Source: an optimization exercise on an open RTL-to-GDS flow (aim: small area). Production flows keep margins and buffers that such runs may drop.
In this exercise RTL edits were held to simulation tests only and were not proved equivalent to the original.
Power figures rest on the tool's default switching activity, not on a simulated workload.

==> flow/design.v <==
package rvPkg;
    typedef logic [31:0] dataWord;
    typedef logic [4:0] regAddr;
    typedef enum logic [2:0] {
        aluAdd = 3'd0,
        aluSub = 3'd1,
        aluAnd = 3'd2,
        aluOr  = 3'd3,
        aluXor = 3'd4,
        aluSlt = 3'd5,
        aluSll = 3'd6,
        aluSrl = 3'd7
    } aluOp;
    typedef enum logic [1:0] {
        brNone = 2'd0,
        brBeq  = 2'd1,
        brBne  = 2'd2,
        brBlt  = 2'd3
    } branchKind;
    typedef enum logic [1:0] {
        jmpNone = 2'd0,
        jmpJal  = 2'd1,
        jmpJalr = 2'd2
    } jumpKind;
    typedef enum logic [1:0] {
        resAlu     = 2'd0,
        resMem     = 2'd1,
        resPcPlus4 = 2'd2
    } resultKind;
    typedef enum logic [1:0] {
        fwdRegFile = 2'd0,
        fwdFromMem = 2'd1,
        fwdFromWb  = 2'd2
    } fwdSel;
endpackage
module executeStage #(
    parameter int dataWidth    = 32,
    parameter int regAddrWidth = 5
) (
    input  logic              clk,
    input  logic              rstN,
    input  logic              clr,
    input  logic              regWriteD,
    input  logic [1:0]        resultSrcD,
    input  logic              memWriteD,
    input  logic              byteAddrD,
    input  logic [1:0]       jumpTypeD,
    input  logic [1:0]       branchTypeD,
    input  logic [2:0]       aluControlD,
    input  logic              aluSrcD,
    input  logic [31:0]      rd1D,
    input  logic [31:0]      rd2D,
    input  logic [31:0]      pcD,
    input  logic [4:0]       rs1D,
    input  logic [4:0]       rs2D,
    input  logic [4:0]       rdD,
    input  logic [31:0]      immExtD,
    input  logic [31:0]      pcPlus4D,
    input  logic [4:0]       rdW,
    input  logic              regWriteW,
    input  logic [31:0]      resultW,
    output logic              pcSrcE,
    output logic [31:0]      pcTargetE,
    output logic              regWriteM,
    output logic [1:0]        resultSrcM,
    output logic              memWriteM,
    output logic              byteAddrM,
    output logic [31:0]      aluResultM,
    output logic [31:0]      writeDataM,
    output logic [4:0]       rdM,
    output logic [31:0]      pcPlus4M
);
    logic        regWriteE, memWriteE;
    logic [1:0]  jumpTypeE, branchTypeE;
    logic [1:0]  resultSrcE;
    logic        byteAddrE, aluSrcE;
    logic [2:0]  aluControlE;
    logic [31:0] rd1E, rd2E, pcE, immExtE, pcPlus4E;
    logic [4:0]  rs1E, rs2E, rdE;
    always_ff @(posedge clk or negedge rstN) begin
        if (!rstN) begin
            regWriteE   <= 1'b0;
            memWriteE   <= 1'b0;
            jumpTypeE   <= 2'd0;
            branchTypeE <= 2'd0;
        end else begin
            regWriteE   <= regWriteD & ~clr;
            memWriteE   <= memWriteD & ~clr;
            jumpTypeE   <= jumpTypeD & {2{~clr}};
            branchTypeE <= branchTypeD & {2{~clr}};
        end
    end
    always_ff @(posedge clk) begin
        resultSrcE  <= resultSrcD;
        byteAddrE   <= byteAddrD;
        aluSrcE     <= aluSrcD;
        aluControlE <= aluControlD;
        rd1E        <= rd1D;
        rd2E        <= rd2D;
        pcE         <= pcD;
        immExtE     <= immExtD;
        pcPlus4E    <= pcPlus4D;
        rs1E        <= rs1D;
        rs2E        <= rs2D;
        rdE         <= rdD;
    end
    logic        fwdMOk;
    logic        aFromM, aFromW, bFromM, bFromW;
    logic [31:0] srcA, wdE;
    logic        rs1Nz, rs2Nz;
    logic [31:0] aEarly, bEarly;
    assign rs1Nz  = |rs1E;
    assign rs2Nz  = |rs2E;
    assign fwdMOk = regWriteM & (resultSrcM == 2'd0);
    assign aFromM = fwdMOk & rs1Nz & (rdM == rs1E);
    assign bFromM = fwdMOk & rs2Nz & (rdM == rs2E);
    assign aFromW = regWriteW & rs1Nz & ~aFromM & (rdW == rs1E);
    assign bFromW = regWriteW & rs2Nz & ~bFromM & (rdW == rs2E);
    assign aEarly = aFromM ? aluResultM : rd1E;
    assign bEarly = bFromM ? aluResultM : rd2E;
    assign srcA   = aFromW ? resultW : aEarly;
    assign wdE    = bFromW ? resultW : bEarly;
    logic [31:0] srcB, bx, aluG, aluP, aluSum, shIn, shOut, aluResultE;
    logic        isSub, sltBit;
    assign srcB  = aluSrcE ? immExtE : wdE;
    assign isSub = (aluControlE == 3'd1) | (aluControlE == 3'd5);
    assign bx    = srcB ^ {32{isSub}};
    assign aluG  = srcA & bx;
    assign aluP  = srcA ^ bx;
    bkAdd32 uAluAdd (.g(aluG), .p(aluP), .cin(isSub), .s(aluSum));
    assign sltBit = (srcA[31] ^ srcB[31]) ? srcA[31] : aluSum[31];
    always_comb begin
        for (int i = 0; i < 32; i++) shIn[i] = aluControlE[0] ? srcA[31-i] : srcA[i];
    end
    assign shOut = shIn << srcB[4:0];
    logic selArith, selAnd, selOr, selXor, selSlt, selSll, selSrl;
    logic [31:0] shRev;
    assign selArith = aluControlE[2:1] == 2'd0;
    assign selAnd   = aluControlE == 3'd2;
    assign selOr    = aluControlE == 3'd3;
    assign selXor   = aluControlE == 3'd4;
    assign selSlt   = aluControlE == 3'd5;
    assign selSll   = aluControlE == 3'd6;
    assign selSrl   = aluControlE == 3'd7;
    always_comb begin
        for (int i = 0; i < 32; i++) shRev[i] = shOut[31-i];
    end
    assign aluResultE = ({32{selArith}} & aluSum)
                      | ({32{selAnd | selOr}} & aluG)
                      | ({32{selXor | selOr}} & aluP)
                      | ({32{selSll}} & shOut)
                      | ({32{selSrl}} & shRev)
                      | {31'd0, selSlt & sltBit};
    logic        brEq, brLt, takeBranch, isJalr;
    logic [31:0] tBase, tSum;
    cmp32 uCmp (.a(srcA), .b(wdE), .eq(brEq), .lt(brLt));
    always_comb begin
        case (branchTypeE)
            2'd1:    takeBranch = brEq;
            2'd2:    takeBranch = ~brEq;
            2'd3:    takeBranch = brLt;
            default: takeBranch = 1'b0;
        endcase
    end
    assign isJalr = jumpTypeE[1];
    assign pcSrcE = (jumpTypeE != 2'd0) | takeBranch;
    assign tBase = isJalr ? srcA : pcE;
    ksAdd32 uTgtAdd (.g(tBase & immExtE), .p(tBase ^ immExtE), .cin(1'b0), .s(tSum));
    assign pcTargetE = {tSum[31:1], tSum[0] & ~isJalr};
    always_ff @(posedge clk or negedge rstN) begin
        if (!rstN) begin
            regWriteM <= 1'b0;
            memWriteM <= 1'b0;
        end else begin
            regWriteM <= regWriteE;
            memWriteM <= memWriteE;
        end
    end
    always_ff @(posedge clk) begin
        resultSrcM <= resultSrcE;
        byteAddrM  <= byteAddrE;
        aluResultM <= aluResultE;
        writeDataM <= wdE;
        rdM        <= rdE;
        pcPlus4M   <= pcPlus4E;
    end
endmodule
module ksAdd32 (
    input  logic [31:0] g,
    input  logic [31:0] p,
    input  logic        cin,
    output logic [31:0] s
);
    logic [31:0] G, P, Gn, Pn;
    always_comb begin
        G = g;
        P = p;
        G[0] = g[0] | (p[0] & cin);
        for (int l = 0; l < 5; l++) begin
            Gn = G;
            Pn = P;
            for (int i = 0; i < 32; i++) begin
                if (i >= (1 << l)) begin
                    Gn[i] = G[i] | (P[i] & G[i - (1 << l)]);
                    Pn[i] = P[i] & P[i - (1 << l)];
                end
            end
            G = Gn;
            P = Pn;
        end
        s[0] = p[0] ^ cin;
        for (int i = 1; i < 32; i++) s[i] = p[i] ^ G[i-1];
    end
endmodule
module skAdd32 (
    input  logic [31:0] g,
    input  logic [31:0] p,
    input  logic        cin,
    output logic [31:0] s
);
    logic [31:0] G, P, Gn, Pn;
    always_comb begin
        G = g;
        P = p;
        G[0] = g[0] | (p[0] & cin);
        for (int l = 0; l < 5; l++) begin
            Gn = G;
            Pn = P;
            for (int i = 0; i < 32; i++) begin
                if (((i >> l) & 1) == 1) begin
                    Gn[i] = G[i] | (P[i] & G[((i >> l) << l) - 1]);
                    Pn[i] = P[i] & P[((i >> l) << l) - 1];
                end
            end
            G = Gn;
            P = Pn;
        end
        s[0] = p[0] ^ cin;
        for (int i = 1; i < 32; i++) s[i] = p[i] ^ G[i-1];
    end
endmodule
module bkAdd32 (
    input  logic [31:0] g,
    input  logic [31:0] p,
    input  logic        cin,
    output logic [31:0] s
);
    logic [31:0] G, P;
    always_comb begin
        G = g;
        P = p;
        G[0] = g[0] | (p[0] & cin);
        for (int l = 0; l < 5; l++) begin
            for (int i = 0; i < 32; i++) begin
                if ((i + 1) % (2 << l) == 0) begin
                    G[i] = G[i] | (P[i] & G[i - (1 << l)]);
                    P[i] = P[i] & P[i - (1 << l)];
                end
            end
        end
        for (int l = 3; l >= 0; l--) begin
            for (int i = 0; i < 32; i++) begin
                if ((i + 1) % (2 << l) == (1 << l) && i >= (2 << l)) begin
                    G[i] = G[i] | (P[i] & G[i - (1 << l)]);
                    P[i] = P[i] & P[i - (1 << l)];
                end
            end
        end
        s[0] = p[0] ^ cin;
        for (int i = 1; i < 32; i++) s[i] = p[i] ^ G[i-1];
    end
endmodule
module cmp32 (
    input  logic [31:0] a,
    input  logic [31:0] b,
    output logic        eq,
    output logic        lt
);
    logic [31:0] E, L;
    always_comb begin
        E = ~(a ^ b);
        L = ~a & b;
        L[31] = a[31] & ~b[31];
        for (int l = 0; l < 5; l++) begin
            for (int i = 0; i < 32; i++) begin
                if ((i + 1) % (2 << l) == 0) begin
                    L[i] = L[i] | (E[i] & L[i - (1 << l)]);
                    E[i] = E[i] & E[i - (1 << l)];
                end
            end
        end
        eq = E[31];
        lt = L[31];
    end
endmodule
==> flow/flow/run.sh <==
#!/bin/bash
# Layout flow: the standard ORFS flow with two changes.
#  - synthesis: the standard script, but ABC maps for area (map -a) and
#    then sizes gates for delay (flow/abc_area.script); registers are
#    untouched, so they keep the standard synthesis's names and cells.
#  - clock tree: smaller buffers, larger sink clusters, no dummy loads.
#  - placement: the smallest buffer on every port instead of the delay
#    cell that buffer_ports picks by default.
# Each tool's output goes to its own log in this folder.
set -euo pipefail
W=$PWD
rm -rf "$W/scripts_abc"
cp -r "$FLOW_HOME/scripts" "$W/scripts_abc"
cp "$W/flow/abc_area.script" "$W/scripts_abc/abc_area.script"
export BUFFER_PORTS_ARGS="-buffer_cell sky130_fd_sc_hd__buf_1"
export CTS_ARGS="-sink_clustering_enable -repair_clock_nets -dont_use_dummy_load -buf_list sky130_fd_sc_hd__clkbuf_8 -sink_clustering_size 14 -sink_clustering_max_diameter 60"
bash standard.sh SCRIPTS_DIR="$W/scripts_abc" ABC_AREA=1 synth > synth.log 2>&1
bash standard.sh finish > layout.log 2>&1
==> flow/flow/abc_area.script <==
strash
dch
map -a
topo
==> flow/standard.sh <==
#!/bin/bash
# synth_recipe.tcl (not shown) runs the flow's synth.tcl, then flattens the netlist and writes it again
# the make line also repeats each setting of config.mk as NAME=value (left out here)
make -C /OpenROAD-flow-scripts/flow DESIGN_CONFIG=/design/flow/config.mk WORK_HOME=/design/flow/orfs CLKGATE_MAP_FILE= SYNTH_SCRIPT=/design/flow/synth_recipe.tcl "${@:-finish}"
==> flow/config.mk <==
export PLATFORM = sky130hd
export DESIGN_NAME = executeStage
export DESIGN_NICKNAME = executeStage
export VERILOG_FILES = /design/flow/design.v
export SDC_FILE = /design/flow/constraint.sdc
export NUM_CORES = 4
export LEC_CHECK = 0
export CAP_MARGIN = 20
export CORE_MARGIN = 2
export CORE_UTILIZATION = 58
export GPL_TIMING_DRIVEN = 0
export SETUP_SLACK_MARGIN = 0
export SLEW_MARGIN = 20
==> flow/constraint.sdc <==
create_clock -name core_clock -period 8.0 [get_ports {clk}]
set_input_delay 1.6000 -clock core_clock [delete_from_list [all_inputs] [get_ports {clk}]]
set_output_delay 1.6000 -clock core_clock [all_outputs]
set_load 0.01 [all_outputs]
==> results.ini, run 1 <==
[global_route]
pin_count_of_the_biggest_net_entering_global_routing = 38
global_route.usage.total_pct = 35.0
vias_in_the_first_global_route = 14092
grt_antenna_before_repair = 0
globalRouteOverflowTotal = 0
grt_pass1_wl_um = 72200

[clock_network]
tritoncts.num_buffers = 26
cts-hold-fix-buffers = 0
insertion_delay_ns = 0.59
cts_clock_pin_slew_for_the_worst_setup_and_hold_paths_ns = 0.08
cts.root.buffer_cell = sky130_fd_sc_hd__clkbuf_8
cts_sinks = 294
ctsLongestPathBuffers = 3
cts_tree = yes
clock_tree.htree_level_count = 1

[sta]
clock_skew_ns = 0.0529
final-setup-viol-count = 0
max_freq_mhz = 129
timing.max_slew.rel_slack_pct = 33.5
report.final.slew_viol_count = 0
max_slew.worst_pin.slew_ns = 0.991
layout_worst_path_cycle_share_pct = 96.9
final_hold_viol_count = 0
period_minus_slack_ns = 7.75

[yosys]
synth-seq-cells = 294
postSynthAreaPerCell_um2 = 8.13
post_synth_num_cell_types = 36
synth.yosys.warnings = 4
synthesized_nets = 2075
synthCells = 1734
ys_seq_area_share_pct = 42.0
mappedNetlistArea_um2 = 14100

[layout]
design.final.nets = 2517
final_core_utilization_pct = 71.0
insertedDiodeCount = 0
mostFrequentLayoutCell = sky130_fd_sc_hd__nand2_1
area_delta_synth_final_pct = 21.4
ff_latch_area_um2 = 5930
final.fill_count = 1987
fin_area_um2 = 17100
drive_gt1_share_pct = 7.13
mostFrequentLayoutCells = 420 x sky130_fd_sc_hd__nand2_1, 364 x sky130_fd_sc_hd__buf_1, 284 x sky130_fd_sc_hd__dfxtp_1
multi_input_comb_area_um2 = 8120

[placed_design]
gp_routability_congestion = 0.944
placed_cell_area_um2 = 16300
post_dp_hpwl_um = 34500
placement.io_buffers = 367

[critical_path]
worstReg2RegEnd = aluResultM[0]
reg2regPathDepth = 30
rrSetupSlack_ns = 0.73
critPathMostFrequentCell = sky130_fd_sc_hd__nand3_1
cp.arrival_ns = 6.15
critPathSlowestCell = sky130_fd_sc_hd__fa_2
start_kind = primary input
worstPathMaxFanout = 4
setup.worst_path.end_class = output port
crit_required_ns = 6.40
max_stage_delay_ns = 0.35
category_of_the_critical_setup_timing_path = primary input to output port
r2r-start = aluControlE[0]

[pwr]
power_frac_seq_pct = 48.3
ir_drop_uv = 245
power.net_switching_w = 0.00117
total_power_w = 0.00340
leakagePower_nw = 7.02
cellPowerDensity_nw_per_um2 = 199
clkPwrFrac_pct = 21.9
share_comb_of_total_power_pct = 29.8
p_int_w = 0.00224
fraction_of_power_spent_switching_nets_pct = 34.3

[detailed_routing]
viasPerCell = 5.71
dr_wl_cell_um = 18.8
drc = 0
dr_total_vias = 14266
drt_pass1_iterations = 6
initialDrtViolationCount = 1239
final_antenna_net_count = 0
drt_wl_total_um = 46900

[floorplan]
placement_rows = 57
die_area_um2 = 25600
chipHeight_um = 160
starting_utilization_of_the_core_area_pct = 58.5
placeableCoreArea_um2 = 24100
floorplan.die.width_um = 160
design.portCount = 368

[worst_hold_path]
hold_class = register to register
min-delay-start = pcPlus4E[6]
worstHoldPathCells = 0
hold-path-endpoint = pcPlus4M[6]

[flow_run]
max_cap_violations = 0

[status]
status = finished clean

[registers in the layout, indices dropped and copies added, names as in the netlist, 2 cells and up]
register and flops:
branchTypeE 2, rd2E 32, resultSrcE 2, rdM 5
aluResultM 32, pcPlus4E 32, jumpTypeE 2, rs1E 5
rdE 5, rs2E 5, pcE 32, resultSrcM 2
rd1E 32, aluControlE 3, writeDataM 32, immExtE 32
pcPlus4M 32
[kinds of logic after synthesis]
kind of cell,synth area share (%)
XOR/XNOR,5.22
flip-flops,42.0
buffers and inverters,3.33
adder cells (fa/ha/maj),10.8
multiplexers,2.13
AND/OR/NAND/NOR,19.1
AO/OA/AOI/OAI,17.3
[synth_stat cells, drive strengths merged]
cell     number  area (um^2)
a22oi        29          218
nor3b         1         7.51
o21a         21          158
clkinv      125          469
nor4          4         25.0
o2111a        1         11.3
o31ai         1         7.51
fa           17          340
a211oi        6         45.0
o211ai        6         45.0
o211a         1         10.0
a31oi        12         75.1
o221ai        7         61.3
dfrtp         8          200
a41oi         1         8.76
ha           95         1190
nand2       429         1610
nand3        59          295
o22ai        16          100
xnor2        14          123
or2           5         31.3
a21boi        1         7.51
nor2        130          488
nand4        18          113
a221oi        6         52.6
a2111oi       1         8.76
and2          1         7.51
o2111ai      21          184
o21ai       195          976
a21oi        93          465
xor2         70          613
mux2i        30          300
o22a          1         10.0
nor3         22          110
nor4b         1         8.76
dfxtp       286         5730
[worst max-delay path by stage]
stage                         start       endpoint  slack [ns]  depth (start not counted)
after floorplan              rdW[4]  aluResultM[0]       -0.55                         37
after global placement      rs2E[3]  aluResultM[0]       -3.76                         35
after detailed placement     rdW[4]  aluResultM[0]       -2.01                         36
after CTS                    rdW[2]  pcTargetE[27]       0.002                         30
after global routing         rdW[1]  pcTargetE[28]       -0.08                         38
final                     regWriteW  pcTargetE[28]        0.25                         38
[critical path, delay by kind of cell]
family	cells	cell delay [ns]
buffers and inverters	6	0.67
xor gates and xnor gates	1	0.15
AOI/OAI and AO/OA	6	0.78
adders and majority gates	2	0.58
and+or+nand+nor	23	2.35
[layout make-up]
type                       count  area share, %
inverter                     125           2.90
multi-input combinational   1319           47.4
clock buffer                  26           2.09
timing repair inverter         4          0.124
timing repair buffer         406           10.5
tap                          324           2.37
sequential                   294           34.6
[stage by stage]
| step | hold WS [ns] | instances | TNS [ns] | setup slack [ns] |
|---|---|---|---|---|
| after global routing | 0.337 | 2498 | -0.153 | -0.0802 |
| after global placement | 0.310 | 2425 | -148.48 | -3.76 |
| final | 0.328 | 2498 | 0 | 0.251 |
| after floorplan | 0.310 | 1734 | -1.61 | -0.550 |
| after detailed placement | 0.312 | 2437 | -37.84 | -2.01 |
| after CTS | 0.328 | 2477 | 0 | 0.00231 |
[power by group through the flow]
| stage | combinational [W] | sequential (W) | clock [W] |
|---|---|---|---|
| after detailed placement | 0.000951 | 0.00168 | 0 |
| final | 0.00101 | 0.00164 | 0.000747 |
| after global routing | 0.00112 | 0.00166 | 0.000808 |
| after global placement | 0.000917 | 0.00167 | 0 |
| after floorplan | 0.000603 | 0.00169 | 0 |
| after CTS | 0.000969 | 0.00164 | 0.000754 |
[layer usage]
metal / vias up / track usage, % / routed length, um
met4: 0 / 14.9 / 2120
met2: 719 / 59.8 / 21900
met3: 143 / 7.12 / 4350
li1: 6848 / - / -
met5: - / 0 / 0
met1: 6556 / 43.2 / 18500
[what timing repair did]
item / CTS / global route
resized for setup: 33 / 53
hold endpoints to repair: 0 / 0
gates cloned: 6 / 2
endpoints found under the setup margin: 34 / 20
pin swaps: 7 / 17
buffers inserted: 8 / 18
==> run 2, diff against run 1 <==
==> flow/flow/abc_area.script (replaced) <==
strash
dch
map -a
topo
upsize
dnsize
--- a/flow/config.mk
+++ b/flow/config.mk
@@ -9,5 +9,5 @@
 export CORE_MARGIN = 2
 export CORE_UTILIZATION = 58
 export GPL_TIMING_DRIVEN = 0
-export SETUP_SLACK_MARGIN = 0
+export SETUP_SLACK_MARGIN = 0.1
 export SLEW_MARGIN = 20
==> run 2 against run 1 <==
Design area rose by 0.67%; hold slack got worse by 0.0028 ns; sequential share of layout area fell by 0.23 points; global-route usage rose by 0.30 points; critical path depth fell by 5; total power rose by 0.91%; area after synthesis rose by 1.2%; critical path type unchanged; largest power group unchanged.
==> results.ini, run 2 <==
[floorplan]
placeableCoreArea_um2 = 24200  ; +0.59%
floorplan.die.width_um = 161  ; +0.58%
design.portCount = 368  ; unchanged
placement_rows = 57  ; unchanged
starting_utilization_of_the_core_area_pct = 58.8  ; +0.35 points
chipHeight_um = 161  ; +0.58%
die_area_um2 = 25900  ; +1.2%

[critical_path]
rrSetupSlack_ns = 0.62  ; -0.11 ns
setup.worst_path.end_class = output port
worstSetupStartpoint = rdW[2]
cp.arrival_ns = 6.04  ; -0.11 ns
crit_required_ns = 6.40  ; about the same
category_of_the_critical_setup_timing_path = primary input to output port
critPathSlowestCell = sky130_fd_sc_hd__ha_1
r2r-start = regWriteM
reg2regPathDepth = 36  ; +20%
start_kind = primary input
worstPathBufferInverterCount = 8  ; +2
cp_top_family = simple AND/OR/NAND/NOR gates
worstReg2RegEnd = aluResultM[0]
cp-endpoint = pcTargetE[27]
worstPathMaxFanout = 16  ; +12
timing.critical_path.depth = 33  ; -13%
critPathMostFrequentCell = sky130_fd_sc_hd__nand3_1
max_stage_delay_ns = 0.31  ; -0.04 ns

[yosys]
synth.top_cells.by_count = 429 x sky130_fd_sc_hd__nand2_1, 286 x sky130_fd_sc_hd__dfxtp_1, 145 x sky130_fd_sc_hd__o21ai_0, 126 x sky130_fd_sc_hd__nor2_1, 100 x sky130_fd_sc_hd__clkinv_1
synthesized_nets = 2075  ; unchanged
synth-seq-cells = 294  ; unchanged
mappedNetlistArea_um2 = 14300  ; +1.2%
post_synth_num_cell_types = 52  ; +44%
synth.yosys.warnings = 4  ; unchanged
synth-edff-count = 0  ; unchanged
synth_async_sr_flop_share_pct = 2.72  ; unchanged
synth_largest_type_area_fraction_pct = 40.1  ; -0.48 points
synth.largest_area_cell = sky130_fd_sc_hd__dfxtp_1
synthCells = 1734  ; unchanged
cell_with_the_most_instances_after_synthesis = sky130_fd_sc_hd__nand2_1
dominant_synthesized_flop_cell = sky130_fd_sc_hd__dfxtp_1
ys_seq_area_share_pct = 41.5  ; -0.49 points
synth_area_leaders = sky130_fd_sc_hd__dfxtp_1 40%, sky130_fd_sc_hd__nand2_1 11%, sky130_fd_sc_hd__ha_1 8.3%
postSynthAreaPerCell_um2 = 8.23  ; +1.2%

[clock_network]
cts_tree = yes
tritoncts.num_buffers = 25  ; -3.8%
clock_tree.htree_level_count = 1  ; unchanged
cts-hold-fix-buffers = 0  ; unchanged
cts_sinks = 294  ; unchanged
cts_clock_pin_slew_for_the_worst_setup_and_hold_paths_ns = 0.09  ; about the same
cts.root.buffer_cell = sky130_fd_sc_hd__clkbuf_8
ctsLongestPathBuffers = 3  ; unchanged
insertion_delay_ns = 0.60  ; about the same

[sta]
final_hold_viol_count = 0  ; unchanged
layout_worst_path_cycle_share_pct = 95.4  ; -1.4 points
report.final.slew_viol_count = 0  ; unchanged
worst_slack_ns = 0.364  ; +0.113 ns
timing.max_slew.rel_slack_pct = 28.2  ; -5.3 points
final-setup-viol-count = 0  ; unchanged
period_minus_slack_ns = 7.64  ; -0.113 ns
max_freq_mhz = 131  ; +1.5%
max_slew.worst_pin.slew_ns = 1.08  ; +0.0858 ns
clock_skew_ns = 0.0587  ; +0.00581 ns
tns_ns = 0  ; unchanged

[global_route]
globalRouteOverflowTotal = 0  ; unchanged
pin_count_of_the_biggest_net_entering_global_routing = 38  ; unchanged
global_route.usage.met3_pct = 6.77  ; -0.35 points
grt_antenna_before_repair = 0  ; unchanged
global_route.usage.total_pct = 35.3  ; +0.30 points
grt_pass1_wl_um = 72800  ; +0.84%
globalRoute.busiestLayer = met2
global_route.usage.met1_pct = 44.6  ; +1.4 points
vias_in_the_first_global_route = 13722  ; -2.6%
grt.met2_usage_pct = 59.9  ; +0.072 points

[layout]
area_delta_synth_final_pct = 20.8
mostFrequentLayoutCell = sky130_fd_sc_hd__nand2_1
mostFrequentLayoutCells = 417 x sky130_fd_sc_hd__nand2_1, 361 x sky130_fd_sc_hd__buf_1, 284 x sky130_fd_sc_hd__dfxtp_1
fin_area_um2 = 17200  ; +0.67%
final_core_utilization_pct = 71.1  ; about the same
design.final.nets = 2524  ; +0.28%
drive_gt1_share_pct = 8.67  ; +1.5 points
insertedDiodeCount = 0  ; unchanged

[placed_design]
post_dp_hpwl_um = 33800  ; -2.0%
placed_cell_area_um2 = 16200  ; -0.58%
gp_routability_congestion = 0.946  ; +0.21%
placement.io_buffers = 367  ; unchanged
preCtsSetupSlack_ns = -1.74  ; +0.270 ns

[detailed_routing]
dr_total_vias = 14425  ; +1.1%
drc = 0  ; unchanged
drt_wl_total_um = 49000  ; +4.6%
viasPerCell = 5.76  ; +0.83%
dr_wl_cell_um = 19.6  ; +4.3%
drt_pass1_iterations = 6  ; unchanged
final_antenna_net_count = 0  ; unchanged
initialDrtViolationCount = 1416  ; +14%

[pwr]
leakagePower_nw = 7.15  ; +1.9%
ir_drop_uv = 184  ; -25%
cellPowerDensity_nw_per_um2 = 199  ; +0.24%
total_power_w = 0.00344  ; +0.91%

[status]
status = finished clean

[worst_hold_path]
min-delay-start = pcPlus4E[20]
hold_class = register to register

[flow_run]
max_cap_violations = 0  ; unchanged

-- run 2: layout make-up --
cell class | instances | area [um^2]
Timing Repair Buffer | 410 | 1780
Timing Repair inverter | 4 | 37.5
Multi-Input combinational cell | 1323 | 8220
Sequential cell | 294 | 5930
Inverter | 125 | 520
Fill cell | 1985 | 7020
Tap cell | 324 | 405
Clock buffer | 25 | 344
-- run 2: repair_timing --
action	4_1_cts	5_1_grt
gates resized for setup	31	71
setup buffers	12	24
setup endpoints to repair	25	18
pin swaps	10	23
cloned	9	3
-- run 2: layer usage --
layer  up-vias  wire (um)
met5         -          0
met4         0       2160
met3       139       4350
met2       731      23100
met1      6676      19400
li1       6879          -
-- run 2: worst min path at each step --
stage                         to  slack, ns  cells past startpoint
global placement    pcPlus4M[21]       0.31                      0
CTS                 pcPlus4M[20]       0.33                      0
global route         pcPlus4M[0]       0.33                      0
detailed placement  pcPlus4M[12]       0.31                      0
finish              pcPlus4M[20]       0.33                      0
floorplan              byteAddrM       0.31                      0
-- run 2: per-stage QoR --
stage	hold WS, ns	cells
after floorplan	0.310	1734
after global placement	0.310	2425
after detailed placement	0.312	2432
after CTS	0.329	2478
after global routing	0.335	2505
final	0.326	2505
-- run 2: cells by family (layout without fill, tap and decap cells) --
family	count (synthesis)	in the layout	synth area share, %
AO/OA/AOI/OAI	419	424	17.6
multiplexers	30	30	2.10
buffers and inverters	125	564	3.50
flip-flops	294	294	41.5
adder cells (fa/ha/maj)	112	112	10.7
XOR/XNOR	84	84	5.16
AND/OR/NAND/NOR	670	673	19.4
-- run 2: report_power, final --
part	switching [W]	internal [W]	leakage [nW]
Clock	0.000463	0.000278	0.180
Combinational	0.000664	0.000384	4.46
Sequential	0.0000713	0.00158	2.51
Total	0.00120	0.00224	7.15
==> run 3, diff against run 2 <==
--- a/flow/flow/run.sh
+++ b/flow/flow/run.sh
@@ -13,6 +13,6 @@
 cp -r "$FLOW_HOME/scripts" "$W/scripts_abc"
 cp "$W/flow/abc_area.script" "$W/scripts_abc/abc_area.script"
 export BUFFER_PORTS_ARGS="-buffer_cell sky130_fd_sc_hd__buf_1"
-export CTS_ARGS="-sink_clustering_enable -repair_clock_nets -dont_use_dummy_load -buf_list sky130_fd_sc_hd__clkbuf_8 -sink_clustering_size 14 -sink_clustering_max_diameter 60"
+export CTS_ARGS="-sink_clustering_enable -repair_clock_nets -dont_use_dummy_load -buf_list sky130_fd_sc_hd__clkbuf_8 -sink_clustering_size 17 -sink_clustering_max_diameter 70"
 bash standard.sh SCRIPTS_DIR="$W/scripts_abc" ABC_AREA=1 synth > synth.log 2>&1
 bash standard.sh finish > layout.log 2>&1
--- a/flow/config.mk
+++ b/flow/config.mk
@@ -9,5 +9,5 @@
 export CORE_MARGIN = 2
 export CORE_UTILIZATION = 58
 export GPL_TIMING_DRIVEN = 0
-export SETUP_SLACK_MARGIN = 0.1
+export SETUP_SLACK_MARGIN = 0
 export SLEW_MARGIN = 20
==> run 3 against run 2 <==
Routed wire length is 3.2% lower; synthesized cell count stayed put; hold slack worse by 0.020 ns; global-route usage is 0.78 points lower; critical path type unchanged.
==> results.ini, run 3 <==
[layout]
mostFrequentLayoutCell = sky130_fd_sc_hd__nand2_1
insertedDiodeCount = 0  ; unchanged
final.fill_count = 2027  ; +2.1%
design.final.nets = 2508  ; -0.63%
mostFrequentLayoutCells = 420 x sky130_fd_sc_hd__nand2_1, 364 x sky130_fd_sc_hd__buf_1, 284 x sky130_fd_sc_hd__dfxtp_1
area_delta_synth_final_pct = 19.7
drive_gt1_share_pct = 7.62  ; -1.0 points

[worst_hold_path]
hold_class = register to register
min-delay-start = pcPlus4E[10]

[sta]
max_slew.worst_pin.slew_ns = 1.08  ; +0.00359 ns
final-setup-viol-count = 0  ; unchanged
timing.max_slew.rel_slack_pct = 28.0  ; -0.24 points
report.final.slew_viol_count = 0  ; unchanged
tns_ns = 0  ; unchanged
final_hold_viol_count = 0  ; unchanged
clock_skew_ns = 0.0380  ; -0.0207 ns
worst_slack_ns = 0.312  ; -0.0521 ns
period_minus_slack_ns = 7.69  ; +0.0521 ns
max_freq_mhz = 130  ; -0.68%
layout_worst_path_cycle_share_pct = 96.1  ; +0.65 points

[critical_path]
worstSetupStartpoint = rdW[2]
critPathSlowestCell = sky130_fd_sc_hd__ha_1
critPathMostFrequentCell = sky130_fd_sc_hd__nand3_1
setup.worst_path.end_class = output port
category_of_the_critical_setup_timing_path = primary input to output port
r2r-start = regWriteM
start_kind = primary input
worstPathMaxFanout = 6  ; -10
worstPathBufferInverterCount = 6  ; -2
cp.arrival_ns = 6.09  ; +0.05 ns
rrSetupSlack_ns = 0.69  ; +0.07 ns
max_stage_delay_ns = 0.37  ; +0.06 ns
cp_top_family = simple AND/OR/NAND/NOR gates
crit_required_ns = 6.40  ; about the same

[detailed_routing]
drt_pass1_iterations = 6  ; unchanged
initialDrtViolationCount = 1424  ; +0.56%
dr_wl_cell_um = 19.1  ; -2.5%
dr_total_vias = 14291  ; -0.93%
viasPerCell = 5.74  ; -0.29%
drc = 0  ; unchanged
drt_wl_total_um = 47400  ; -3.2%
final_antenna_net_count = 0  ; unchanged

[yosys]
synth-seq-cells = 294  ; unchanged
cell_with_the_most_instances_after_synthesis = sky130_fd_sc_hd__nand2_1
post_synth_num_cell_types = 52  ; unchanged
synth_area_leaders = sky130_fd_sc_hd__dfxtp_1 40%, sky130_fd_sc_hd__nand2_1 11%, sky130_fd_sc_hd__ha_1 8.3%
synth.yosys.warnings = 4  ; unchanged
synth.top_cells.by_count = 429 x sky130_fd_sc_hd__nand2_1, 286 x sky130_fd_sc_hd__dfxtp_1, 145 x sky130_fd_sc_hd__o21ai_0, 126 x sky130_fd_sc_hd__nor2_1, 100 x sky130_fd_sc_hd__clkinv_1
synthesized_nets = 2075  ; unchanged
mappedNetlistArea_um2 = 14300  ; unchanged
synthCells = 1734  ; unchanged
dominant_synthesized_flop_cell = sky130_fd_sc_hd__dfxtp_1
ys_seq_area_share_pct = 41.5  ; unchanged
synth-edff-count = 0  ; unchanged
synth_async_sr_flop_share_pct = 2.72  ; unchanged
synth_largest_type_area_fraction_pct = 40.1  ; unchanged
synth.largest_area_cell = sky130_fd_sc_hd__dfxtp_1
postSynthAreaPerCell_um2 = 8.23  ; unchanged

[flow_run]
max_cap_violations = 0  ; unchanged

[clock_network]
tritoncts.num_buffers = 21  ; -16%
clock_tree.htree_level_count = 1  ; unchanged
cts.root.buffer_cell = sky130_fd_sc_hd__clkbuf_8
cts_clock_pin_slew_for_the_worst_setup_and_hold_paths_ns = 0.10  ; about the same
cts-hold-fix-buffers = 0  ; unchanged
cts_sinks = 294  ; unchanged
insertion_delay_ns = 0.57  ; -0.03 ns
cts_tree = yes
ctsLongestPathBuffers = 3  ; unchanged

[floorplan]
floorplan.die.width_um = 161  ; unchanged
starting_utilization_of_the_core_area_pct = 58.8  ; unchanged
design.portCount = 368  ; unchanged
placement_rows = 57  ; unchanged
chipHeight_um = 161  ; unchanged
placeableCoreArea_um2 = 24200  ; unchanged
die_area_um2 = 25900  ; unchanged

[global_route]
pin_count_of_the_biggest_net_entering_global_routing = 38  ; unchanged
grt_antenna_before_repair = 1  ; +1
global_route.usage.total_pct = 34.6  ; -0.78 points
vias_in_the_first_global_route = 13530  ; -1.4%
grt_pass1_wl_um = 71100  ; -2.3%
globalRouteOverflowTotal = 0  ; unchanged

[placed_design]
post_dp_hpwl_um = 33800  ; unchanged
preCtsSetupSlack_ns = -1.74  ; unchanged
placement.io_buffers = 367  ; unchanged
gp_routability_congestion = 0.946  ; unchanged

[pwr]
cellPowerDensity_nw_per_um2 = 197  ; -1.3%
leakagePower_nw = 7.06  ; -1.3%
ir_drop_uv = 229  ; +24%

[status]
status = finished clean

==> run 3: cell counts after synthesis <==
Identical to the previous run, type by type.
==> run 3: kinds of logic (layout without fill, tap and decap cells) <==
family                     Yosys count  count (layout)  share of synthesized area, %
and+or+nand+nor                    670             673                          19.4
AOI/OAI and AO/OA                  419             424                          17.6
DFF                                294             294                          41.5
buffers and inverters              125             548                          3.50
adders and majority gates          112             112                          10.7
xor gates and xnor gates            84              84                          5.16
muxes                               30              30                          2.10
==> run 3: where the power goes <==
group          switching, W  internal [W]  total [W]
clock              0.000443      0.000236   0.000680
combinational      0.000659      0.000377    0.00104
sequential        0.0000702       0.00158    0.00165
total               0.00117       0.00219    0.00336
==> run 3: metrics by stage <==
step	hold slack [ns]	instance area (um^2)	cells	total power [W]	utilization [%]
global placement	0.310	16100	2425	0.00259	66.2
global route	0.311	17100	2489	0.00354	70.4
finish	0.305	17100	2489	0.00336	70.4
floorplan	0.310	14300	1734	0.00229	-
CTS	0.305	16700	2470	0.00331	68.8
detailed placement	0.312	16200	2432	0.00262	66.7
==> run 3: worst reg2reg max path: cells and delay by family (launching register included) <==
family | cells | cell delay (ns)
simple gates | 16 | 3.10
buf+inv | 2 | 0.47
fa+ha+maj | 2 | 0.78
xor+xnor | 2 | 0.41
compound gates | 13 | 2.04
flops | 1 | 0.36
==> run 3: metal layers <==
layer  vias up  wire, um  global-route usage [%]
met5         -         0                       0
li1       6861         -                       -
met2       699     22000                    57.9
met3       120      4640                    7.05
met1      6611     18700                    43.8
met4         0      2130                    13.9
==> run 3: worst paths after layout <==
| check | cells past startpoint | endpoint |
|---|---|---|
| min in group asynchronous | 1 | jumpTypeE[1] |
| worst max-delay path | 34 | pcTargetE[29] |
| worst min register to register | 0 | pcPlus4M[10] |
| worst max register to register | 35 | aluResultM[0] |
| max in group asynchronous | 1 | branchTypeE[1] |
| worst min-delay path | 0 | pcPlus4M[10] |
==> run 3: layout make-up <==
type,instances,area (um^2),area share [%]
Multi-Input combinational cell,1323,8210,48.1
Sequential cell,294,5930,34.7
Timing Repair Buffer,399,1690,9.87
Inverter,125,532,3.11
Tap cell,324,405,2.37
Clock buffer,21,289,1.69
Timing Repair inverter,3,28.8,0.168
==> run 3: repair_timing <==
item                                    in CTS  in global routing
resized for setup                           23                 64
buffers inserted                             9                 16
endpoints found under the setup margin      24                 18
gates cloned                                 8                  3
pin swaps                                    9                 14
==> run 4, diff against run 3 <==
--- a/flow/flow/run.sh
+++ b/flow/flow/run.sh
@@ -13,6 +13,6 @@
 cp -r "$FLOW_HOME/scripts" "$W/scripts_abc"
 cp "$W/flow/abc_area.script" "$W/scripts_abc/abc_area.script"
 export BUFFER_PORTS_ARGS="-buffer_cell sky130_fd_sc_hd__buf_1"
-export CTS_ARGS="-sink_clustering_enable -repair_clock_nets -dont_use_dummy_load -buf_list sky130_fd_sc_hd__clkbuf_8 -sink_clustering_size 17 -sink_clustering_max_diameter 70"
+export CTS_ARGS="-sink_clustering_enable -repair_clock_nets -dont_use_dummy_load -buf_list sky130_fd_sc_hd__clkbuf_8 -sink_clustering_size 16 -sink_clustering_max_diameter 65"
 bash standard.sh SCRIPTS_DIR="$W/scripts_abc" ABC_AREA=1 synth > synth.log 2>&1
 bash standard.sh finish > layout.log 2>&1
==> flow/flow/abc_area.script (replaced) <==
strash
dch
map -a
topo
==> run 4 against run 3 <==
Cell count is 0.28% higher; critical path depth down 1; flip-flop and latch count unchanged; combinational power is essentially flat; via count about the same; sequential share of layout area is essentially flat; count of clock-buffer cells in the layout increased by 3; synthesized cell count unchanged; total power is 0.58% higher; core utilization increased by 0.34 points; sequential power about the same.
==> results.ini, run 4 <==
[critical_path]
critPathMostFrequentCell = sky130_fd_sc_hd__nand3_1
category_of_the_critical_setup_timing_path = primary input to output port
cp.arrival_ns = 6.09  ; about the same
setup.worst_path.end_class = output port
start_kind = primary input
max_stage_delay_ns = 0.38  ; about the same
cp_top_family = simple AND/OR/NAND/NOR gates
worstPathMaxFanout = 6  ; unchanged
worstPathBufferInverterCount = 5  ; -1
crit_required_ns = 6.40  ; about the same
critPathSlowestCell = sky130_fd_sc_hd__ha_1

[yosys]
synth.largest_area_cell = sky130_fd_sc_hd__dfxtp_1
synth.top_cells.by_count = 429 x sky130_fd_sc_hd__nand2_1, 286 x sky130_fd_sc_hd__dfxtp_1, 195 x sky130_fd_sc_hd__o21ai_0, 130 x sky130_fd_sc_hd__nor2_1, 125 x sky130_fd_sc_hd__clkinv_1
synthCells = 1734  ; unchanged
synth-edff-count = 0  ; unchanged
mappedNetlistArea_um2 = 14100  ; -1.2%
synth.yosys.warnings = 4  ; unchanged
synth_area_leaders = sky130_fd_sc_hd__dfxtp_1 41%, sky130_fd_sc_hd__nand2_1 11%, sky130_fd_sc_hd__ha_1 8.4%
synthesized_nets = 2075  ; unchanged
synth_async_sr_flop_share_pct = 2.72  ; unchanged
synth_largest_type_area_fraction_pct = 40.6  ; +0.48 points
cell_with_the_most_instances_after_synthesis = sky130_fd_sc_hd__nand2_1
dominant_synthesized_flop_cell = sky130_fd_sc_hd__dfxtp_1
ys_seq_area_share_pct = 42.0  ; +0.49 points
post_synth_num_cell_types = 36  ; -31%
postSynthAreaPerCell_um2 = 8.13  ; -1.2%
synth-seq-cells = 294  ; unchanged

[worst_hold_path]
hold_class = register to register

[detailed_routing]
drt_pass1_iterations = 6  ; unchanged
dr_wl_cell_um = 18.7  ; -1.7%
drc = 0  ; unchanged
initialDrtViolationCount = 1271  ; -11%
dr_total_vias = 14279  ; -0.084%
viasPerCell = 5.72  ; -0.36%
final_antenna_net_count = 0  ; unchanged
drt_wl_total_um = 46800  ; -1.4%

[placed_design]
preCtsSetupSlack_ns = -2.01  ; -0.270 ns
placed_cell_area_um2 = 16300  ; +0.58%
gp_routability_congestion = 0.944  ; -0.21%
placement.io_buffers = 367  ; unchanged
post_dp_hpwl_um = 34500  ; +2.0%

[clock_network]
tritoncts.num_buffers = 24  ; +14%
cts_clock_pin_slew_for_the_worst_setup_and_hold_paths_ns = 0.09  ; about the same
cts_tree = yes
cts_sinks = 294  ; unchanged
ctsLongestPathBuffers = 3  ; unchanged
insertion_delay_ns = 0.58  ; about the same
cts-hold-fix-buffers = 0  ; unchanged
clock_tree.htree_level_count = 1  ; unchanged
cts.root.buffer_cell = sky130_fd_sc_hd__clkbuf_8

[sta]
worst_slack_ns = 0.306  ; -0.00581 ns
final_hold_viol_count = 0  ; unchanged
layout_worst_path_cycle_share_pct = 96.2  ; about the same
max_slew.worst_pin.slew_ns = 0.979  ; -0.101 ns
final-setup-viol-count = 0  ; unchanged
report.final.slew_viol_count = 0  ; unchanged
tns_ns = 0  ; unchanged
max_freq_mhz = 130  ; about the same
timing.max_slew.rel_slack_pct = 34.3  ; +6.3 points
clock_skew_ns = 0.0577  ; +0.0197 ns
period_minus_slack_ns = 7.69  ; +0.00581 ns

[floorplan]
placeableCoreArea_um2 = 24100  ; -0.59%
starting_utilization_of_the_core_area_pct = 58.5  ; -0.35 points
die_area_um2 = 25600  ; -1.1%
floorplan.die.width_um = 160  ; -0.58%
design.portCount = 368  ; unchanged
placement_rows = 57  ; unchanged
chipHeight_um = 160  ; -0.58%

[global_route]
grt_antenna_before_repair = 0  ; -1
vias_in_the_first_global_route = 13987  ; +3.4%
global_route.usage.total_pct = 35.1  ; +0.55 points
grt_pass1_wl_um = 72400  ; +1.7%
pin_count_of_the_biggest_net_entering_global_routing = 38  ; unchanged
globalRouteOverflowTotal = 0  ; unchanged

[layout]
design.final.nets = 2515  ; +0.28%
fin_area_um2 = 17100  ; -0.11%
mostFrequentLayoutCells = 420 x sky130_fd_sc_hd__nand2_1, 363 x sky130_fd_sc_hd__buf_1, 284 x sky130_fd_sc_hd__dfxtp_1
final.fill_count = 2006  ; -1.0%
area_delta_synth_final_pct = 21.0
insertedDiodeCount = 0  ; unchanged
mostFrequentLayoutCell = sky130_fd_sc_hd__nand2_1
drive_gt1_share_pct = 7.00  ; -0.62 points

[pwr]
ir_drop_uv = 232  ; +1.4%
cellPowerDensity_nw_per_um2 = 198  ; +0.69%
leakagePower_nw = 7.01  ; -0.83%

[status]
status = finished clean

[flow_run]
max_cap_violations = 0  ; unchanged

-- run 4: cell families after synthesis --
group	count (synthesis)	synth area share, %
buf+inv	125	3.33
flops	294	42.0
mux	30	2.13
fa+ha+maj	112	10.8
compound gates	419	17.3
simple gates	670	19.1
xor+xnor	84	5.22
-- run 4: path summary, 6_finish.rpt --
kind / start / depth (start not counted) / to / slack [ns]
min in group asynchronous: rstN / 1 / regWriteE / 0.93
worst min-delay path: pcPlus4E[6] / 0 / pcPlus4M[6] / 0.31
max in group asynchronous: rstN / 1 / branchTypeE[0] / 6.79
worst max-delay path: regWriteW / 33 / pcTargetE[31] / 0.31
worst min register to register: pcPlus4E[6] / 0 / pcPlus4M[6] / 0.31
worst max register to register: regWriteM / 35 / aluResultM[0] / 0.71
-- run 4: layout make-up --
cell class                      instances  area, um^2  share of cell area (%)
Clock buffer                           24         330                    1.94
Inverter                              125         497                    2.91
Multi-Input combinational cell       1319        8080                    47.4
Sequential cell                       294        5930                    34.7
Tap cell                              324         405                    2.38
Timing Repair Buffer                  406        1800                    10.5
Timing Repair inverter                  4        21.3                   0.125
-- run 4: repair_timing --
action	CTS	global route
pin swaps	8	18
endpoints found under the setup margin	34	19
setup buffers	9	18
resized for setup	36	43
gates cloned	6	2
-- run 4: through the flow --
step	utilization (%)	power, W	instances	hold slack (ns)
floorplan	-	0.00229	1734	0.310
global placement	66.4	0.00259	2425	0.310
detailed placement	67.5	0.00263	2437	0.312
CTS	69.7	0.00335	2476	0.310
global route	70.8	0.00356	2496	0.319
finish	70.8	0.00338	2496	0.312
-- run 4: power breakdown --
group          internal [W]  total [W]  switching, W  leakage, nW
logic              0.000370    0.00101      0.000639         4.32
clock network      0.000268   0.000726      0.000458        0.173
registers           0.00158    0.00164     0.0000688         2.51
total               0.00221    0.00338       0.00117         7.01
-- run 4: metal layers --
layer | share of wire, % | track usage, %
met5 | 0 | 0
met4 | 4.2 | 14.2
met3 | 8.7 | 6.70
met2 | 47 | 60.1
met1 | 40 | 43.7
==> run 5, diff against run 4 <==
--- a/flow/design.v
+++ b/flow/design.v
@@ -212,33 +212,6 @@
         for (int i = 1; i < 32; i++) s[i] = p[i] ^ G[i-1];
     end
 endmodule
-module skAdd32 (
-    input  logic [31:0] g,
-    input  logic [31:0] p,
-    input  logic        cin,
-    output logic [31:0] s
-);
-    logic [31:0] G, P, Gn, Pn;
-    always_comb begin
-        G = g;
-        P = p;
-        G[0] = g[0] | (p[0] & cin);
-        for (int l = 0; l < 5; l++) begin
-            Gn = G;
-            Pn = P;
-            for (int i = 0; i < 32; i++) begin
-                if (((i >> l) & 1) == 1) begin
-                    Gn[i] = G[i] | (P[i] & G[((i >> l) << l) - 1]);
-                    Pn[i] = P[i] & P[((i >> l) << l) - 1];
-                end
-            end
-            G = Gn;
-            P = Pn;
-        end
-        s[0] = p[0] ^ cin;
-        for (int i = 1; i < 32; i++) s[i] = p[i] ^ G[i-1];
-    end
-endmodule
 module bkAdd32 (
     input  logic [31:0] g,
     input  logic [31:0] p,
==> flow/flow/run.sh (replaced) <==
#!/bin/bash
# Layout flow: the standard ORFS flow with three changes.
#  - synthesis: the standard script, but ABC maps the logic for area
#    (flow/abc_area.script, used through ABC_AREA=1); the resizer later sizes
#    what the timing needs. Registers are untouched, so they keep the
#    standard synthesis's names and cells.
#  - clock tree: clkbuf_8 buffers, sink clusters of up to 16, no dummy loads.
#  - placement: the smallest buffer (buf_1) on every port instead of the
#    delay cell that buffer_ports picks by default.
# Each tool's output goes to its own log in this folder.
set -euo pipefail
W=$PWD
rm -rf "$W/scripts_abc"
cp -r "$FLOW_HOME/scripts" "$W/scripts_abc"
cp "$W/flow/abc_area.script" "$W/scripts_abc/abc_area.script"
export BUFFER_PORTS_ARGS="-buffer_cell sky130_fd_sc_hd__buf_1"
export CTS_ARGS="-sink_clustering_enable -repair_clock_nets -dont_use_dummy_load -buf_list sky130_fd_sc_hd__clkbuf_8 -sink_clustering_size 16 -sink_clustering_max_diameter 65"
bash standard.sh SCRIPTS_DIR="$W/scripts_abc" ABC_AREA=1 synth > synth.log 2>&1
bash standard.sh finish > layout.log 2>&1
--- a/flow/config.mk
+++ b/flow/config.mk
@@ -7,7 +7,7 @@
 export LEC_CHECK = 0
 export CAP_MARGIN = 20
 export CORE_MARGIN = 2
-export CORE_UTILIZATION = 58
+export CORE_UTILIZATION = 62
 export GPL_TIMING_DRIVEN = 0
 export SETUP_SLACK_MARGIN = 0
 export SLEW_MARGIN = 20
==> run 5 against run 4 <==
Routed wire length grew 5.4%; sequential share of layout area is essentially flat; design area shrank 0.12%; flip-flop and latch count is the same; non-clock buffer count shrank 5; via count grew 3.8%; register-to-register slack lost 0.15 ns; area after synthesis is the same; total power grew 0.59%.
==> results.ini, run 5 <==
[clock_network]
clock_tree.htree_level_count = 1  ; unchanged
cts_clock_pin_slew_for_the_worst_setup_and_hold_paths_ns = 0.10  ; about the same
cts-hold-fix-buffers = 0  ; unchanged
cts.root.buffer_cell = sky130_fd_sc_hd__clkbuf_8
ctsLongestPathBuffers = 3  ; unchanged
cts_sinks = 294  ; unchanged
cts_tree = yes
tritoncts.num_buffers = 23  ; -4.2%
insertion_delay_ns = 0.60  ; +0.02 ns

[yosys]
synth-seq-cells = 294  ; unchanged
mappedNetlistArea_um2 = 14100  ; unchanged
synth.top_cells.by_count = 429 x sky130_fd_sc_hd__nand2_1, 286 x sky130_fd_sc_hd__dfxtp_1, 195 x sky130_fd_sc_hd__o21ai_0, 130 x sky130_fd_sc_hd__nor2_1, 125 x sky130_fd_sc_hd__clkinv_1
synth.yosys.warnings = 4  ; unchanged
synth_async_sr_flop_share_pct = 2.72  ; unchanged
dominant_synthesized_flop_cell = sky130_fd_sc_hd__dfxtp_1
synthesized_nets = 2075  ; unchanged
synth-edff-count = 0  ; unchanged
synth.largest_area_cell = sky130_fd_sc_hd__dfxtp_1
cell_with_the_most_instances_after_synthesis = sky130_fd_sc_hd__nand2_1
synth_area_leaders = sky130_fd_sc_hd__dfxtp_1 41%, sky130_fd_sc_hd__nand2_1 11%, sky130_fd_sc_hd__ha_1 8.4%
synth_largest_type_area_fraction_pct = 40.6  ; unchanged
post_synth_num_cell_types = 36  ; unchanged
postSynthAreaPerCell_um2 = 8.13  ; unchanged
synthCells = 1734  ; unchanged
ys_seq_area_share_pct = 42.0  ; unchanged

[detailed_routing]
drt_pass1_iterations = 6  ; unchanged
dr_total_vias = 14823  ; +3.8%
drc = 0  ; unchanged
viasPerCell = 6.05  ; +5.7%
initialDrtViolationCount = 1325  ; +4.2%
drt_wl_total_um = 49300  ; +5.4%
dr_wl_cell_um = 20.1  ; +7.4%
final_antenna_net_count = 0  ; unchanged

[sta]
report.final.slew_viol_count = 0  ; unchanged
worst_slack_ns = 0.200  ; -0.107 ns
clock_skew_ns = 0.0619  ; +0.00422 ns
max_freq_mhz = 128  ; -1.4%
max_slew.worst_pin.slew_ns = 1.04  ; +0.0642 ns
layout_worst_path_cycle_share_pct = 97.5  ; +1.3 points
period_minus_slack_ns = 7.80  ; +0.107 ns
final-setup-viol-count = 0  ; unchanged
final_hold_viol_count = 0  ; unchanged
timing.max_slew.rel_slack_pct = 30.0  ; -4.3 points
tns_ns = 0  ; unchanged

[global_route]
vias_in_the_first_global_route = 14423  ; +3.1%
globalRouteOverflowTotal = 0  ; unchanged
grt_antenna_before_repair = 0  ; unchanged
grt_pass1_wl_um = 73800  ; +2.0%
global_route.usage.total_pct = 38.6  ; +3.5 points
pin_count_of_the_biggest_net_entering_global_routing = 38  ; unchanged

[flow_run]
max_cap_violations = 0  ; unchanged

[layout]
mostFrequentLayoutCells = 416 x sky130_fd_sc_hd__nand2_1, 361 x sky130_fd_sc_hd__buf_1, 284 x sky130_fd_sc_hd__dfxtp_1
insertedDiodeCount = 0  ; unchanged
area_delta_synth_final_pct = 20.9
design.final.nets = 2509  ; -0.24%
fin_area_um2 = 17000  ; -0.12%
mostFrequentLayoutCell = sky130_fd_sc_hd__nand2_1
multi_input_comb_area_um2 = 8150  ; +0.85%
drive_gt1_share_pct = 7.34  ; +0.34 points
final.fill_count = 1623  ; -19%
ff_latch_area_um2 = 5930  ; unchanged
final_core_utilization_pct = 75.7  ; +5.0 points

[critical_path]
critPathSlowestCell = sky130_fd_sc_hd__fa_2
start_kind = primary input
cp.arrival_ns = 6.20  ; +0.11 ns
cp_top_family = simple AND/OR/NAND/NOR gates
max_stage_delay_ns = 0.36  ; -0.02 ns
category_of_the_critical_setup_timing_path = primary input to output port
rrSetupSlack_ns = 0.56  ; -0.15 ns
crit_required_ns = 6.40  ; about the same
worstPathBufferInverterCount = 6  ; +1
worstPathMaxFanout = 4  ; -2
setup.worst_path.end_class = output port

[placed_design]
gp_routability_congestion = 0.946  ; +0.23%
preCtsSetupSlack_ns = -2.08  ; -0.0757 ns
placement.io_buffers = 367  ; unchanged
post_dp_hpwl_um = 35200  ; +2.1%
placed_cell_area_um2 = 16200  ; -0.29%

[floorplan]
placement_rows = 55  ; -3.5%
design.portCount = 368  ; unchanged
chipHeight_um = 155  ; -3.2%
starting_utilization_of_the_core_area_pct = 62.7  ; +4.2 points
floorplan.die.width_um = 155  ; -3.2%
placeableCoreArea_um2 = 22500  ; -6.6%
die_area_um2 = 24000  ; -6.3%

[status]
status = finished clean

[worst_hold_path]
hold_class = register to register

[pwr]
ir_drop_uv = 201  ; -13%
leakagePower_nw = 7.00  ; -0.14%
cellPowerDensity_nw_per_um2 = 200  ; +0.71%
total_power_w = 0.00340  ; +0.59%

-- run 5: stage by stage --
step / std cells / hold slack (ns)
finish: 2451 / 0.306
global route: 2451 / 0.315
CTS: 2434 / 0.314
detailed placement: 2397 / 0.312
global placement: 2386 / 0.310
floorplan: 1734 / 0.310
-- run 5: path summary, 6_finish.rpt --
kind / from / to / cells past startpoint
max reg2reg: aluControlE[0] / aluResultM[0] / 30
min: pcPlus4E[30] / pcPlus4M[30] / 0
max: regWriteW / pcTargetE[26] / 37
min reg2reg: pcPlus4E[30] / pcPlus4M[30] / 0
max in group asynchronous: rstN / branchTypeE[0] / 1
min in group asynchronous: rstN / regWriteE / 1
-- run 5: timing repair --
action,in CTS,in global routing
setup endpoints to repair,33,20
cloned,6,2
pin swaps,8,12
setup buffers,8,15
resized for setup,34,61
hold endpoints to repair,0,0
-- run 5: power breakdown --
| group | total, W | internal, W | switching (W) |
|---|---|---|---|
| sequential | 0.00165 | 0.00158 | 0.0000750 |
| combinational | 0.00104 | 0.000375 | 0.000661 |
| clock | 0.000714 | 0.000257 | 0.000457 |
-- run 5: cell type report --
type / count / area share (%)
Timing Repair Buffer: 401 / 10.4
Multi-Input combinational cell: 1319 / 47.8
Inverter: 125 / 2.92
Timing Repair inverter: 4 / 0.117
Sequential cell: 294 / 34.8
Tap cell: 285 / 2.09
Clock buffer: 23 / 1.86
-- run 5: kinds of logic after synthesis --
family / synth area share [%]
mux: 2.13
flops: 42.0
simple gates: 19.1
fa+ha+maj: 10.8
buf+inv: 3.33
xor+xnor: 5.22
compound gates: 17.3
-- run 5: metal layers --
metal	vias up	track usage, %	share of wire, %
li1	6833	-	-
met1	6848	47.1	38
met2	940	65.7	47
met3	202	7.68	9.6
met4	0	18.3	5.4
met5	-	0	0
-- run 5: worst register-to-register path, delay by kind of cell, from the launching register on --
| family | cells | cell delay (ns) |
|---|---|---|
| flops | 1 | 0.80 |
| fa+ha+maj | 2 | 0.80 |
| compound gates | 11 | 1.79 |
| simple gates | 12 | 2.26 |
| buf+inv | 3 | 1.16 |
| xor+xnor | 2 | 0.47 |
==> run 6, diff against run 5 <==
==> flow/flow/abc_area.script (replaced) <==
strash
dch
amap
topo
upsize
dnsize
--- a/flow/config.mk
+++ b/flow/config.mk
@@ -7,7 +7,7 @@
 export LEC_CHECK = 0
 export CAP_MARGIN = 20
 export CORE_MARGIN = 2
-export CORE_UTILIZATION = 62
+export CORE_UTILIZATION = 58
 export GPL_TIMING_DRIVEN = 0
 export SETUP_SLACK_MARGIN = 0
 export SLEW_MARGIN = 20
==> run 6 against run 5 <==
Sequential share of layout area fell by 2.0 points; worst setup slack got worse by 1.2 ns; flip-flop and latch count did not move; via count rose by 1.2%; register-to-register slack got worse by 0.44 ns; hold slack improved by 0.0091 ns; the layout now fails its checks (setup timing); count of clock-buffer cells in the layout did not move; maximum frequency fell by 14%; design area rose by 6.2%; core utilization rose by 2.1 points; clock power rose by 2%; routed wire length rose by 7.5%.
==> results.ini, run 6 <==
[layout]
multi_input_comb_area_um2 = 8160  ; +0.11%
area_delta_synth_final_pct = 32.9
mostFrequentLayoutCells = 345 x sky130_fd_sc_hd__buf_1, 283 x sky130_fd_sc_hd__dfxtp_1, 179 x sky130_fd_sc_hd__o22ai_1
design.final.nets = 2327  ; -7.3%
drive_gt1_share_pct = 18.4  ; +11 points
mostFrequentLayoutCell = sky130_fd_sc_hd__buf_1
insertedDiodeCount = 0  ; unchanged
instances_no_fill = 2303  ; -6.0%
final.fill_count = 1527  ; -5.9%
ff_latch_area_um2 = 5930  ; about the same

[pwr]
ir_drop_uv = 230  ; +15%
leakagePower_nw = 6.96  ; -0.52%
total_power_w = 0.00358  ; +5.2%
cellPowerDensity_nw_per_um2 = 198  ; -0.93%

[yosys]
post_synth_mux_area_share_pct = 0  ; -2.1 points
postSynthAreaPerCell_um2 = 9.39  ; +15%
synthCells = 1451  ; -16%
synth_area_leaders = sky130_fd_sc_hd__dfxtp_1 42%, sky130_fd_sc_hd__o22ai_1 9.2%, sky130_fd_sc_hd__ha_1 8.7%
ys_seq_area_share_pct = 43.5  ; +1.5 points
synth_async_sr_flop_share_pct = 2.72  ; unchanged
synth-edff-count = 0  ; unchanged
cell_with_the_most_instances_after_synthesis = sky130_fd_sc_hd__dfxtp_1
synth_fa_ha_area_share_pct = 11.2  ; +0.38 points
synth_largest_type_area_fraction_pct = 42.0  ; +1.4 points
synthesized_area_fraction_occupied_by_ao_oa_aoi_and_oai_cells_pct = 31.6  ; +14 points
synth.yosys.warnings = 4  ; unchanged
synth-simple-area-share_pct = 9.51  ; -9.6 points
synthesized_nets = 1792  ; -14%
xor_and_xnor_area_share_after_synthesis_pct = 0.129  ; -5.1 points
synth.largest_area_cell = sky130_fd_sc_hd__dfxtp_1
synth-seq-cells = 294  ; unchanged
combinational_family_with_the_most_area_after_synthesis = compound AO/OA/AOI/OAI gates
mappedNetlistArea_um2 = 13600  ; -3.4%
dominant_synthesized_flop_cell = sky130_fd_sc_hd__dfxtp_1
post_synth_num_cell_types = 60  ; +67%
synth.top_cells.by_count = 286 x sky130_fd_sc_hd__dfxtp_1, 200 x sky130_fd_sc_hd__o22ai_1, 132 x sky130_fd_sc_hd__nand2_1, 114 x sky130_fd_sc_hd__clkinv_1

[clock_network]
cts_tree = yes
cts.root.buffer_cell = sky130_fd_sc_hd__clkbuf_8
ctsLongestPathBuffers = 3  ; unchanged
cts_clock_pin_slew_for_the_worst_setup_and_hold_paths_ns = 0.09  ; about the same
cts_sinks = 294  ; unchanged
tritoncts.num_buffers = 23  ; unchanged
insertion_delay_ns = 0.61  ; about the same
clock_tree.htree_level_count = 1  ; unchanged

[sta]
period_minus_slack_ns = 9.05  ; +1.25 ns
worst_slack_ns = -1.05  ; -1.25 ns
final-setup-viol-count = 17  ; +17
timing.max_slew.rel_slack_pct = 31.6  ; +1.6 points
max_freq_mhz = 111  ; -14%
layout_worst_path_cycle_share_pct = 113  ; +16 points
rsz0062_at_grt = true
final_hold_viol_count = 0  ; unchanged
max_slew.worst_pin.slew_ns = 1.02  ; -0.0232 ns
clock_skew_ns = 0.0670  ; +0.00508 ns
report.final.slew_viol_count = 0  ; unchanged

[flow_run]
max_cap_violations = 0  ; unchanged

[critical_path]
crit_required_ns = 6.40  ; about the same
reg2regPathDepth = 36  ; +20%
worstReg2RegEnd = aluResultM[31]
worstPathMaxFanout = 8  ; +4
start_kind = primary input
critPathSlowestCell = sky130_fd_sc_hd__o31ai_4
setup.worst_path.end_class = output port
max_stage_delay_ns = 0.33  ; -0.03 ns
cp.arrival_ns = 7.45  ; +1.25 ns
category_of_the_critical_setup_timing_path = primary input to output port
rrSetupSlack_ns = 0.12  ; -0.44 ns
r2r-start = rdM[3]

[floorplan]
placeableCoreArea_um2 = 23300  ; +3.4%
starting_utilization_of_the_core_area_pct = 58.6  ; -4.1 points
design.portCount = 368  ; unchanged
floorplan.die.width_um = 157  ; +1.6%
placement_rows = 56  ; +1.8%
chipHeight_um = 157  ; +1.6%
die_area_um2 = 24700  ; +3.2%

[detailed_routing]
drc = 0  ; unchanged
drt_wl_total_um = 53000  ; +7.5%
dr_wl_cell_um = 23.0  ; +14%
dr_total_vias = 15002  ; +1.2%
initialDrtViolationCount = 1552  ; +17%
final_antenna_net_count = 0  ; unchanged
drt_pass1_iterations = 7  ; +1
viasPerCell = 6.51  ; +7.7%

[placed_design]
gp_routability_congestion = 0.969  ; +2.4%
place.detailed.instances = 2152  ; -10%
post_dp_hpwl_um = 33800  ; -4.0%
placement.io_buffers = 367  ; unchanged

[global_route]
globalRouteOverflowTotal = 0  ; unchanged
global_route.usage.total_pct = 38.9  ; +0.31 points
pin_count_of_the_biggest_net_entering_global_routing = 38  ; unchanged
grt_pass1_wl_um = 75300  ; +2.0%
vias_in_the_first_global_route = 14141  ; -2.0%
grt_antenna_before_repair = 0  ; unchanged

[worst_hold_path]
hold-path-endpoint = resultSrcM[1]
min-delay-start = resultSrcE[1]
hold_class = register to register
worstHoldPathCells = 0  ; unchanged

[status]
layout.failed_checks = setup timing
status = finished with violations

-- run 6: per-layer routing --
metal	part of all wire [%]	wire [um]	vias up	global-route usage, %
li1	-	-	6708	-
met1	37	19800	6991	48.7
met2	46	24500	1065	64.6
met3	11	5910	238	8.62
met4	5.4	2890	0	17.0
met5	0	0	-	0
-- run 6: through the flow --
step / setup slack [ns] / area [um^2] / util (%) / hold WS [ns] / TNS [ns]
after floorplan: -1.26 / 14100 / - / 0.310 / -15.90
after global placement: -3.63 / 15900 / 68.2 / 0.310 / -110.65
after detailed placement: -2.39 / 16100 / 69.3 / 0.312 / -57.55
after CTS: -0.835 / 17600 / 75.6 / 0.317 / -8.75
after global routing: -1.30 / 18100 / 77.8 / 0.322 / -17.03
final: -1.05 / 18100 / 77.8 / 0.315 / -13.01
-- run 6: what timing repair did --
| item | in CTS | in global routing |
|---|---|---|
| hold buffers | 0 | 0 |
| setup buffers | 83 | 42 |
| setup endpoints to repair | 40 | 26 |
| gates resized for setup | 116 | 41 |
| pin swaps | 42 | 32 |
| gates cloned | 6 | 2 |
-- run 6: how the worst max path moves through the flow --
| stage | start | end | slack, ns | cells past startpoint |
|---|---|---|---|---|
| final | rdW[1] | pcTargetE[26] | -1.05 | 37 |
| after global routing | rdW[1] | pcTargetE[31] | -1.30 | 36 |
| after CTS | rdW[1] | pcTargetE[30] | -0.84 | 36 |
| after detailed placement | rdW[0] | pcTargetE[31] | -2.39 | 35 |
| after global placement | rdW[0] | pcTargetE[29] | -3.63 | 33 |
| after floorplan | rdW[1] | pcTargetE[29] | -1.26 | 32 |
-- run 6: power breakdown --
group	total, W	leakage, nW	internal [W]	switching, W
Sequential	0.00165	2.51	0.00157	0.0000791
Combinational	0.00120	4.28	0.000486	0.000714
Clock	0.000727	0.165	0.000258	0.000470
Total	0.00358	6.96	0.00232	0.00126
-- run 6: cell type report --
type / instances / area share (%)
Multi-Input combinational cell: 1027 / 45.1
Timing Repair Buffer: 502 / 14.4
Inverter: 136 / 3.72
Sequential cell: 294 / 32.8
Clock buffer: 23 / 1.75
Tap cell: 319 / 2.21
Timing Repair inverter: 2 / 0.0761
-- run 6: cell families (layout without fill, tap and decap cells) --
| group | after synthesis | count (layout) |
|---|---|---|
| AO/OA/AOI/OAI | 627 | 632 |
| AND/OR/NAND/NOR | 280 | 281 |
| flip-flops | 294 | 294 |
| buffers and inverters | 136 | 663 |
| adder cells (fa/ha/maj) | 112 | 112 |
| XOR/XNOR | 2 | 2 |
-- run 6: critical path: cells and delay by family --
kind	cells	cell delay, ns
simple gates	4	0.47
compound gates	16	3.14
fa+ha+maj	2	0.50
buf+inv	15	1.71

## separate check: timing with driven ports
How much do the figures lean on ideal ports? The routed layouts below were timed once more, with nothing changed but the port constraints. Step 1 assumes that a clkbuf_16 drives the clock port and a buf_2 every other input. Step 2 times the ports against the registers' clock, not the clock port: input delays grow and output delays shrink by t, the midpoint of the rising clock arrivals with the driver on. Slacks: no drivers / after step 1 / after step 2; pairs: no drivers / after step 1.
run | t (ns) | setup slack, ns | worst setup path at the end
run 1 | 0.611 | 0.251 / 0.229 / -0.179 | input to register
run 2 | 0.615 | 0.364 / 0.337 / -0.200 | input to register
run 3 | 0.598 | 0.312 / 0.285 / -0.221 | input to register
run 4 | 0.602 | 0.306 / 0.284 / -0.146 | input to register
run 5 | 0.607 | 0.200 / 0.176 / -0.333 | input to register
run 6 | 0.619 | -1.048 / -1.097 / -1.097 | input to output
Met with ideal ports but missed after step 2: setup timing in 5 of these runs. For run 2, which loses most, drivers alone change the setup slack by -0.027 ns; drivers and shift together by -0.564 ns.
